From an optimization exercise on the open Yosys and OpenROAD flow, aimed at small area, a short achievable clock period and few clock cycles per item; shortcuts taken in it are not production practice. Only simulation tests tie the RTL to the original design; equivalence was not proved.

==> flow/design.v, too long to show whole: its modules and the start of the top module <==
// module bfly_fa: 10 lines
// module bfly_ha: 9 lines
// module bfly_xor: 7 lines
// module bfly_and: 7 lines
// module bfly_maj: 8 lines
// module bfly_xnor: 7 lines
// module bfly_andn: 7 lines
// module bfly_ao: 8 lines
// module fft_bfly_pipe: 3523 lines
module fft_bfly_pipe #(
  parameter int DATA_W = 16,
  parameter int TW_W   = 16,
  parameter int TAG_W  = 8
) (
  input  logic              clk,
  input  logic              rst,
  input  logic              in_valid,
  output logic              in_ready,
  input  logic [DATA_W-1:0] a_re,
  input  logic [DATA_W-1:0] a_im,
  input  logic [DATA_W-1:0] b_re,
  input  logic [DATA_W-1:0] b_im,
  input  logic [TW_W-1:0]   w_re,
  input  logic [TW_W-1:0]   w_im,
  input  logic              inv,
  input  logic              scale,
  input  logic [TAG_W-1:0]  tag_in,
  output logic              out_valid,
  input  logic              out_ready,
  output logic [DATA_W-1:0] y0_re,
  output logic [DATA_W-1:0] y0_im,
  output logic [DATA_W-1:0] y1_re,
  output logic [DATA_W-1:0] y1_im,
  output logic              ovf,
  output logic [TAG_W-1:0]  tag_out
);
  // ...
==> flow/flow/run.sh <==
#!/bin/bash
set -o pipefail
export BUFFER_PORTS_ARGS="-buffer_cell sky130_fd_sc_hd__buf_1"
bash standard.sh > standard.log 2>&1
==> flow/standard.sh <==
#!/bin/bash
# synth_recipe.tcl (not shown) runs the flow's synth.tcl, then flattens the netlist and writes it again
# the make line also repeats each setting of config.mk as NAME=value (left out here)
make -C /OpenROAD-flow-scripts/flow DESIGN_CONFIG=/design/flow/config.mk WORK_HOME=/design/flow/orfs CLKGATE_MAP_FILE= SYNTH_SCRIPT=/design/flow/synth_recipe.tcl "${@:-finish}"
==> flow/config.mk <==
export PLATFORM = sky130hd
export DESIGN_NAME = fft_bfly_pipe
export DESIGN_NICKNAME = fft_bfly_pipe
export VERILOG_FILES = /design/flow/design.v
export SDC_FILE = /design/flow/constraint.sdc
export NUM_CORES = 4
export LEC_CHECK = 0
export CAP_MARGIN = 20
export CORE_MARGIN = 2
export CORE_UTILIZATION = 40
export CTS_CLUSTER_DIAMETER = 150
export CTS_CLUSTER_SIZE = 30
export SETUP_SLACK_MARGIN = 3.8
export SLEW_MARGIN = 20
export SYNTH_HIERARCHICAL = 1
export SYNTH_MINIMUM_KEEP_SIZE = 0
export TNS_END_PERCENT = 0
==> flow/constraint.sdc <==
create_clock -name core_clock -period 7.5 [get_ports {clk}]
set_input_delay 1.5000 -clock core_clock [delete_from_list [all_inputs] [get_ports {clk}]]
set_output_delay 1.5000 -clock core_clock [all_outputs]
set_load 0.01 [all_outputs]
==> reports/results.ini, run 1 <==
[timing]
fin_crit_sh=0.495
finalSetupViolations=0

[critical_path]
crit_type=reg2reg
worstPathArrival_ns=4.05
end_kind=register
path_depth=9

[route]
ant_nets=0
num_vias=28630
routed_wirelength_um=117000
wire_per_inst_um=23.1

[placement]
dp_hpwl_um=78300

[layout]
inv_count=77
bufAreaShareNonClock=0.0420
multi_input_area_um2=28600
fin_nets=4205
num_antenna_cells=1
multi_input_area_share=0.661

[status]
status=finished clean

[worst_hold_path]
min_to=r3_tag[5]
worstHoldPathCells=0

[clock_tree]
cts_tree=built
clk_latency_ns=0.58
h-tree-depth=1

[grt]
antenna_found_initial=1
grt_max_degree=138

Testbench counts, summed over its fixed seeds: cycles 16,024, items 16,000.
==> run 2, diff against run 1 <==
--- a/flow/config.mk
+++ b/flow/config.mk
@@ -7,9 +7,10 @@
 export LEC_CHECK = 0
 export CAP_MARGIN = 20
 export CORE_MARGIN = 2
-export CORE_UTILIZATION = 40
+export CORE_UTILIZATION = 55
 export CTS_CLUSTER_DIAMETER = 150
 export CTS_CLUSTER_SIZE = 30
+export PLACE_DENSITY = 0.7
 export SETUP_SLACK_MARGIN = 3.8
 export SLEW_MARGIN = 20
 export SYNTH_HIERARCHICAL = 1
==> reports/results.ini, run 2 <==
[status]
status=finished clean  ; unchanged

[placement]
dp_hpwl_um=72300  ; was 78300 um
post-place-ws_ns=3.41  ; was 3.33 ns
placement.io_buffers=184  ; unchanged
placed_cells=4661  ; was 5000
place_congestion=0.875  ; was 0.856

[critical_path]
start_kind=register  ; unchanged
crit_type=reg2reg  ; unchanged
crit_fanout=17  ; was 32
r2r_setup_slack_ns=3.82  ; was 3.79 ns
end_kind=register  ; unchanged
slowest_stage=fa_1  ; unchanged
slowest_delay_ns=0.49  ; was 0.52 ns
crit_path_frequent_cell=maj3_2  ; was fa_1
worstPathCellList=buf_4 > a22oi_1 > xnor2_1 > maj3_2 > fa_1 > fa_1 > maj3_2 > maj3_2 > xor2_1 > xor2_1  ; was buf_4 > o21ai_0 > xnor2_1 > fa_1 > fa_1 > fa_1 > maj3_2 > xor2_1 > xor2_1
worstPathRequired_ns=7.83  ; about the same
worstPathArrival_ns=4.01  ; was 4.05 ns

[yosys]
yosys-top-cells-count=586 x xor2_1, 584 x xnor2_1, 480 x a22oi_1, 343 x edfxtp_1, 294 x fa_1  ; unchanged
synth_most_common_cell=xor2_1  ; unchanged
yosysSeqAreaShare=0.258  ; unchanged
async_flop_share=0  ; unchanged
syn_area_per_cell_um2=10.9  ; unchanged
ys_dominant_reg_cell=edfxtp_1  ; unchanged
synthDistinctLibCells=45  ; unchanged
ys_seq_elements=346  ; unchanged
synthTopCellsByArea=edfxtp_1 26%, fa_1 15%, xor2_1 13%  ; unchanged
synth.largest_area_cell=edfxtp_1  ; unchanged
synth_top_area_frac=0.256  ; unchanged
synth_area_um2=40200  ; unchanged
syn-instance-count=3676  ; unchanged
synth_edf_count=343  ; unchanged
yosysWarnings=7  ; unchanged

[route]
ant_nets=0  ; unchanged
drtIter0Drc=2751  ; was 2393
routed_via_density=6.11  ; was 5.67
num_vias=28721  ; was 28630
drc=0  ; unchanged
routed_wirelength_um=107000  ; was 117000 um
firstDrtPassIters=7  ; was 9
wire_per_inst_um=22.8  ; was 23.1 um

[die]
pin_count=185  ; unchanged
die-area_um2=75300  ; was 103000 um^2
initial_core_util=0.553  ; was 0.403
placeableCoreArea_um2=72700  ; was 99900 um^2
rows=99  ; was 116
die_width_um=274  ; was 321 um
die_h_um=274  ; was 321 um

[timing]
worstMarginPinSlew_ns=0.983  ; was 0.890 ns
setup_tns_ns=0  ; unchanged
worst_clock_skew_ns=0.0176  ; was 0.0266 ns
relSlewSlack=0.345  ; was 0.407
grt_setup_unrepaired=true  ; unchanged
finalSetupViolations=0  ; unchanged
clock.fmax_mhz=272  ; was 269 MHz
fin_crit_sh=0.491  ; was 0.495
fin_crit_ns=3.68  ; was 3.71 ns
layout_setup_ws_ns=3.82  ; was 3.79 ns
drv_slew=0  ; unchanged
final_hold_viol_count=0  ; unchanged

[clock_tree]
cts_tree=built  ; unchanged
clockRootBuffer=clkbuf_16  ; unchanged
clk_latency_ns=0.58  ; about the same
cts_buffer_depth=3  ; unchanged
cts.sinks=346  ; unchanged
clkTransAtPathRegs_ns=0.11  ; was 0.12 ns
h-tree-depth=1  ; unchanged
cts_buffers=16  ; was 17

[layout]
final_common_cell=xor2_1  ; unchanged
mostFrequentLayoutCells=582 x xor2_1, 580 x xnor2_1, 473 x a22oi_1  ; was 584 x xor2_1, 578 x xnor2_1, 478 x a22oi_1
final-seq-area_um2=10400  ; unchanged
stdcell_count=4698  ; was 5050
fill_cells=6196  ; was 9551
finish.utilization=0.588  ; was 0.433
multi_input_area_um2=28600  ; about the same
drive_gt1_frac=0.130  ; was 0.131
num_antenna_cells=0  ; was 1
syn2layout_area_growth_pct=6.25  ; was 7.43%
fin_nets=4195  ; was 4205

[grt]
grt_pass1_wl_um=166000  ; was 179000 um
grt_overflow=0  ; unchanged
grt_pass1_vias=29342  ; was 29410
track_usage=0.283  ; was 0.224
antenna_found_initial=0  ; was 1
grt_max_degree=139  ; was 138

[worst_hold_path]
hold_class=reg2reg  ; unchanged

[job]
drv_cap=0  ; unchanged

## run 2: final timing paths
kind,cells past startpoint,from,end
setup / recovery,10,r1_bi[6],r2_im1[14]
hold / removal,0,r1_tag[7],r2_tag[7]
setup reg to reg,10,r1_bi[6],r2_im1[14]
hold reg to reg,0,r1_tag[7],r2_tag[7]
## run 2: layout make-up
cell class | instances | share of cell area
clock buffers | 18 | 0.0100
clock inverters | 4 | 0.00138
inverters | 77 | 0.00746
multi-input cells | 3009 | 0.669
flip-flops and latches | 346 | 0.242
well taps | 959 | 0.0281
repair buffers | 285 | 0.0417
## run 2: Yosys stat by module, one instance, submodules excluded
| module | flip-flops and latches | area (um^2) | times used | cells inside |
|---|---|---|---|---|
| bfly_and | 0 | 6.26 | 226 | 1 |
| bfly_andn | 0 | 13.8 | 34 | 1 |
| bfly_ao | 0 | 7.51 | 240 | 1 |
| bfly_fa | 0 | 20.0 | 294 | 1 |
| bfly_ha | 0 | 12.5 | 38 | 1 |
| bfly_maj | 0 | 11.3 | 232 | 1 |
| bfly_xnor | 0 | 8.76 | 36 | 1 |
| bfly_xor | 0 | 8.76 | 540 | 1 |
| fft_bfly_pipe | 346 | 22500 | 1 | 2036 |
## run 2: critical path, delay by kind of cell, from the launching register on
| kind | cells | cell delay (ns) |
|---|---|---|
| adder cells (fa/ha/maj) | 5 | 1.92 |
| XOR/XNOR | 3 | 0.51 |
| flip-flops | 1 | 0.46 |
| AO/OA/AOI/OAI | 1 | 0.17 |
| buffers and inverters | 1 | 0.34 |
## run 2: kinds of logic after synthesis
group / share of synthesized area
other: 0.000187
XOR/XNOR: 0.255
buffers and inverters: 0.0372
AND/OR/NAND/NOR: 0.0622
multiplexers: 0.0186
adder cells (fa/ha/maj): 0.229
flip-flops: 0.258
AO/OA/AOI/OAI: 0.141
## run 2: per-stage QoR
| step | hold slack (ns) | instance area (um^2) |
|---|---|---|
| floorplan | 0.400 | 40300 |
| global placement | 0.400 | 41700 |
| detailed placement | 0.405 | 41700 |
| CTS | 0.433 | 42300 |
| global route | 0.440 | 42700 |
| finish | 0.427 | 42700 |
## run 2: repair_timing
action                     CTS  global route
pin swaps                    0             1
resized for setup            2           115
setup buffers                9             6
setup endpoints to repair   68            67
hold buffers                 0             0
## run 2: per-layer routing
layer	vias to the layer above	routed length, um	track usage	share of wire
met1	14022	43000	0.370	0.40
met5	-	0	0	0
met4	0	5280	0.124	0.049
li1	12830	-	-	-
met3	355	9030	0.0436	0.084
met2	1514	49900	0.464	0.47
==> run 3, diff against run 2 <==
--- a/flow/config.mk
+++ b/flow/config.mk
@@ -9,7 +9,7 @@
 export CORE_MARGIN = 2
 export CORE_UTILIZATION = 55
 export CTS_CLUSTER_DIAMETER = 150
-export CTS_CLUSTER_SIZE = 30
+export CTS_CLUSTER_SIZE = 24
 export PLACE_DENSITY = 0.7
 export SETUP_SLACK_MARGIN = 3.8
 export SLEW_MARGIN = 20
==> reports/results.ini, run 3 <==
[critical_path]
end_kind=register  ; unchanged
slowest_delay_ns=0.50  ; was 0.49 ns
worstPathArrival_ns=4.03  ; was 4.01 ns
slowest_stage=fa_1  ; unchanged
start_kind=register  ; unchanged
worstPathCellList=buf_4 > a22oi_1 > xnor2_1 > maj3_2 > fa_1 > fa_1 > maj3_2 > maj3_2 > xor2_1 > xor2_1  ; unchanged
crit_fanout=17  ; unchanged
reg2reg_to=r2_im1[14]  ; unchanged
crit_path_frequent_cell=maj3_2  ; unchanged
worstSetupStartpoint=r1_bi[6]  ; unchanged
crit_type=reg2reg  ; unchanged
rr_worst_depth=10  ; unchanged
worstPathRequired_ns=7.84  ; was 7.83 ns
r2r_start=r1_bi[6]  ; unchanged
r2r_setup_slack_ns=3.81  ; was 3.82 ns

[yosys]
syn-instance-count=3676  ; unchanged
ys_dominant_reg_cell=edfxtp_1  ; unchanged
synthDistinctLibCells=45  ; unchanged
synth_top_family_by_area=XOR/XNOR gates  ; unchanged
synth_most_common_cell=xor2_1  ; unchanged
yosys.area_share.simple=0.0622  ; unchanged
synthTopCellsByArea=edfxtp_1 26%, fa_1 15%, xor2_1 13%  ; unchanged
synth-compound-area-share=0.141  ; unchanged
synth.largest_area_cell=edfxtp_1  ; unchanged
synth_top_area_frac=0.256  ; unchanged
yosysSeqAreaShare=0.258  ; unchanged
syn_area_per_cell_um2=10.9  ; unchanged
synthXorXnorAreaFrac=0.255  ; unchanged
synth_fa_ha_area_frac=0.229  ; unchanged
synth_edf_count=343  ; unchanged
synth_area_um2=40200  ; unchanged
ys_seq_elements=346  ; unchanged
yosys-top-cells-count=586 x xor2_1, 584 x xnor2_1, 480 x a22oi_1, 343 x edfxtp_1, 294 x fa_1  ; unchanged
yosysWarnings=7  ; unchanged
async_flop_share=0  ; unchanged
muxShareOfSynthArea=0.0186  ; unchanged

[route]
routed_via_density=6.14  ; was 6.11
ant_nets=0  ; unchanged
drc=0  ; unchanged
drtIter0Drc=2915  ; was 2751
firstDrtPassIters=8  ; was 7
num_vias=28885  ; was 28721
routed_wirelength_um=108000  ; was 107000 um
wire_per_inst_um=22.9  ; was 22.8 um

[layout]
stdcell_count=4704  ; was 4698
mostFrequentLayoutCells=582 x xor2_1, 581 x xnor2_1, 474 x a22oi_1  ; was 582 x xor2_1, 580 x xnor2_1, 473 x a22oi_1
final_common_cell=xor2_1  ; unchanged
syn2layout_area_growth_pct=6.30  ; was 6.25%
num_antenna_cells=0  ; unchanged
fin_nets=4198  ; was 4195
drive_gt1_frac=0.129  ; was 0.130

[timing]
grt_setup_unrepaired=true  ; unchanged
worst_clock_skew_ns=0.0260  ; was 0.0176 ns
clock.fmax_mhz=271  ; was 272 MHz
fin_crit_sh=0.492  ; was 0.491
whs_ns=0.427  ; about the same
finalSetupViolations=0  ; unchanged
final_hold_viol_count=0  ; unchanged
relSlewSlack=0.340  ; was 0.345
setup_tns_ns=0  ; unchanged
worstMarginPinSlew_ns=0.990  ; was 0.983 ns
fin_crit_ns=3.69  ; was 3.68 ns
drv_slew=0  ; unchanged

[placement]
placed_cells=4661  ; unchanged
placement.io_buffers=184  ; unchanged
dp_hpwl_um=72300  ; unchanged
place_congestion=0.875  ; unchanged

[clock_tree]
cts_tree=built  ; unchanged
hold_buffers=0  ; unchanged
cts_buffer_depth=3  ; unchanged
clockRootBuffer=clkbuf_16  ; unchanged
cts.sinks=346  ; unchanged
clkTransAtPathRegs_ns=0.10  ; was 0.11 ns
cts_buffers=18  ; was 16
h-tree-depth=1  ; unchanged
clk_latency_ns=0.60  ; was 0.58 ns

[grt]
grt_pass1_vias=29222  ; was 29342
track_usage=0.284  ; was 0.283
grt_overflow=0  ; unchanged
grt_max_degree=139  ; unchanged
grt_pass1_wl_um=167000  ; was 166000 um
antenna_found_initial=0  ; unchanged

[worst_hold_path]
min_to=r3_tag[7]  ; was r2_tag[7]
hold_start=r2_tag[7]  ; was r1_tag[7]
worstHoldPathCells=0  ; unchanged
hold_class=reg2reg  ; unchanged

[die]
pin_count=185  ; unchanged
die-area_um2=75300  ; unchanged
die_width_um=274  ; unchanged
die_h_um=274  ; unchanged
placeableCoreArea_um2=72700  ; unchanged
rows=99  ; unchanged
initial_core_util=0.553  ; unchanged

[job]
drv_cap=0  ; unchanged

[status]
status=finished clean  ; unchanged

-- run 3: changes by cell type in the layout (fill, tap and decap cells not counted), moves of 2 or more --
cell,before,now
buf_4,33,36
buf_6,52,50
clkbuf_1,1,7
clkbuf_16,17,19
-- run 3: routing by layer --
layer	up-vias	wire, um	global-route usage
met3	373	9460	0.0474
met5	-	0	0
met4	0	5540	0.129
met2	1537	49600	0.461
met1	14139	43000	0.372
li1	12836	-	-
-- run 3: worst max-delay path, delay by kind of cell, from the launching register on --
family                     cells  cell delay (ns)
buffers and inverters          1             0.36
adders and majority gates      5             1.94
xor gates and xnor gates       3             0.51
AOI/OAI and AO/OA              1             0.16
DFF                            1             0.46
-- run 3: how the worst max path moves through the flow --
stage / endpoint / depth (start not counted)
2_1_floorplan: in_ready / 1
3_3_place_gp: r2_im1[11] / 11
3_5_place_dp: r2_im1[14] / 10
4_1_cts: r2_im0[11] / 11
5_1_grt: r2_im1[12] / 12
6_report: r2_im1[14] / 10
-- run 3: layout make-up --
cell class | instances | area (um^2)
tap | 959 | 1200
multi-input combinational | 3009 | 28600
fill | 6197 | 29900
clock inverter | 1 | 16.3
inverter | 77 | 322
sequential | 346 | 10400
clock buffer | 26 | 502
timing repair buffer | 286 | 1780
-- run 3: through the flow --
step	util	worst slack, ns	instance area [um^2]
after floorplan	-	2.08	40300
after global placement	0.574	3.49	41700
after detailed placement	0.574	3.41	41700
after CTS	0.582	3.64	42300
after global routing	0.588	3.76	42800
final	0.588	3.81	42800
-- run 3: cell families (layout without fill, tap and decap cells) --
family	after synthesis	after routing
AO/OA/AOI/OAI	771	771
flip-flops	346	346
multiplexers	67	67
adder cells (fa/ha/maj)	582	582
other	2	30
AND/OR/NAND/NOR	389	389
XOR/XNOR	1170	1170
buffers and inverters	349	390
-- run 3: modules after synthesis, one instance, submodules excluded --
module / flops+latches / times used / cells inside / area, um^2
bfly_and: 0 / 226 / 1 / 6.26
bfly_andn: 0 / 34 / 1 / 13.8
bfly_ao: 0 / 240 / 1 / 7.51
bfly_fa: 0 / 294 / 1 / 20.0
bfly_ha: 0 / 38 / 1 / 12.5
bfly_maj: 0 / 232 / 1 / 11.3
bfly_xnor: 0 / 36 / 1 / 8.76
bfly_xor: 0 / 540 / 1 / 8.76
fft_bfly_pipe: 346 / 1 / 2036 / 22500
-- run 3: repair_timing --
action / 4_1_cts / 5_1_grt
setup buffers: 9 / 7
pin swaps: 0 / 2
endpoints found under the setup margin: 69 / 72
gates resized for setup: 1 / 111

[what the ideal ports hide]
The flow's constraints put no driver on any port. The routed layouts listed below were extracted and timed again, unchanged, in two steps. Step 1: set_driving_cell puts a clkbuf_16 on clk and a buf_2 on each other input, an assumption about the parent block. Step 2 also shifts input and output timing later by t, the mid clock arrival at the registers, as if the neighbouring blocks saw the same clock. Slacks: no drivers / after step 1 / after step 2; pairs: no drivers / after step 1.
run | t, ns | setup WS [ns] | slew at the worst register clock pin (ns) | pins driven straight from the clock port
run 1 | 0.645 | 3.789 / 3.789 / 3.594 | 0.12 / 0.12 | 1
run 2 | 0.640 | 3.820 / 3.820 / 3.808 | 0.12 / 0.12 | 1
run 3 | 0.657 | 3.812 / 3.812 / 3.789 | 0.11 / 0.11 | 1
After both steps setup and hold are still met in every run listed. For run 1, which loses most, drivers alone change the setup slack by 0.000 ns; drivers and shift together by -0.195 ns.
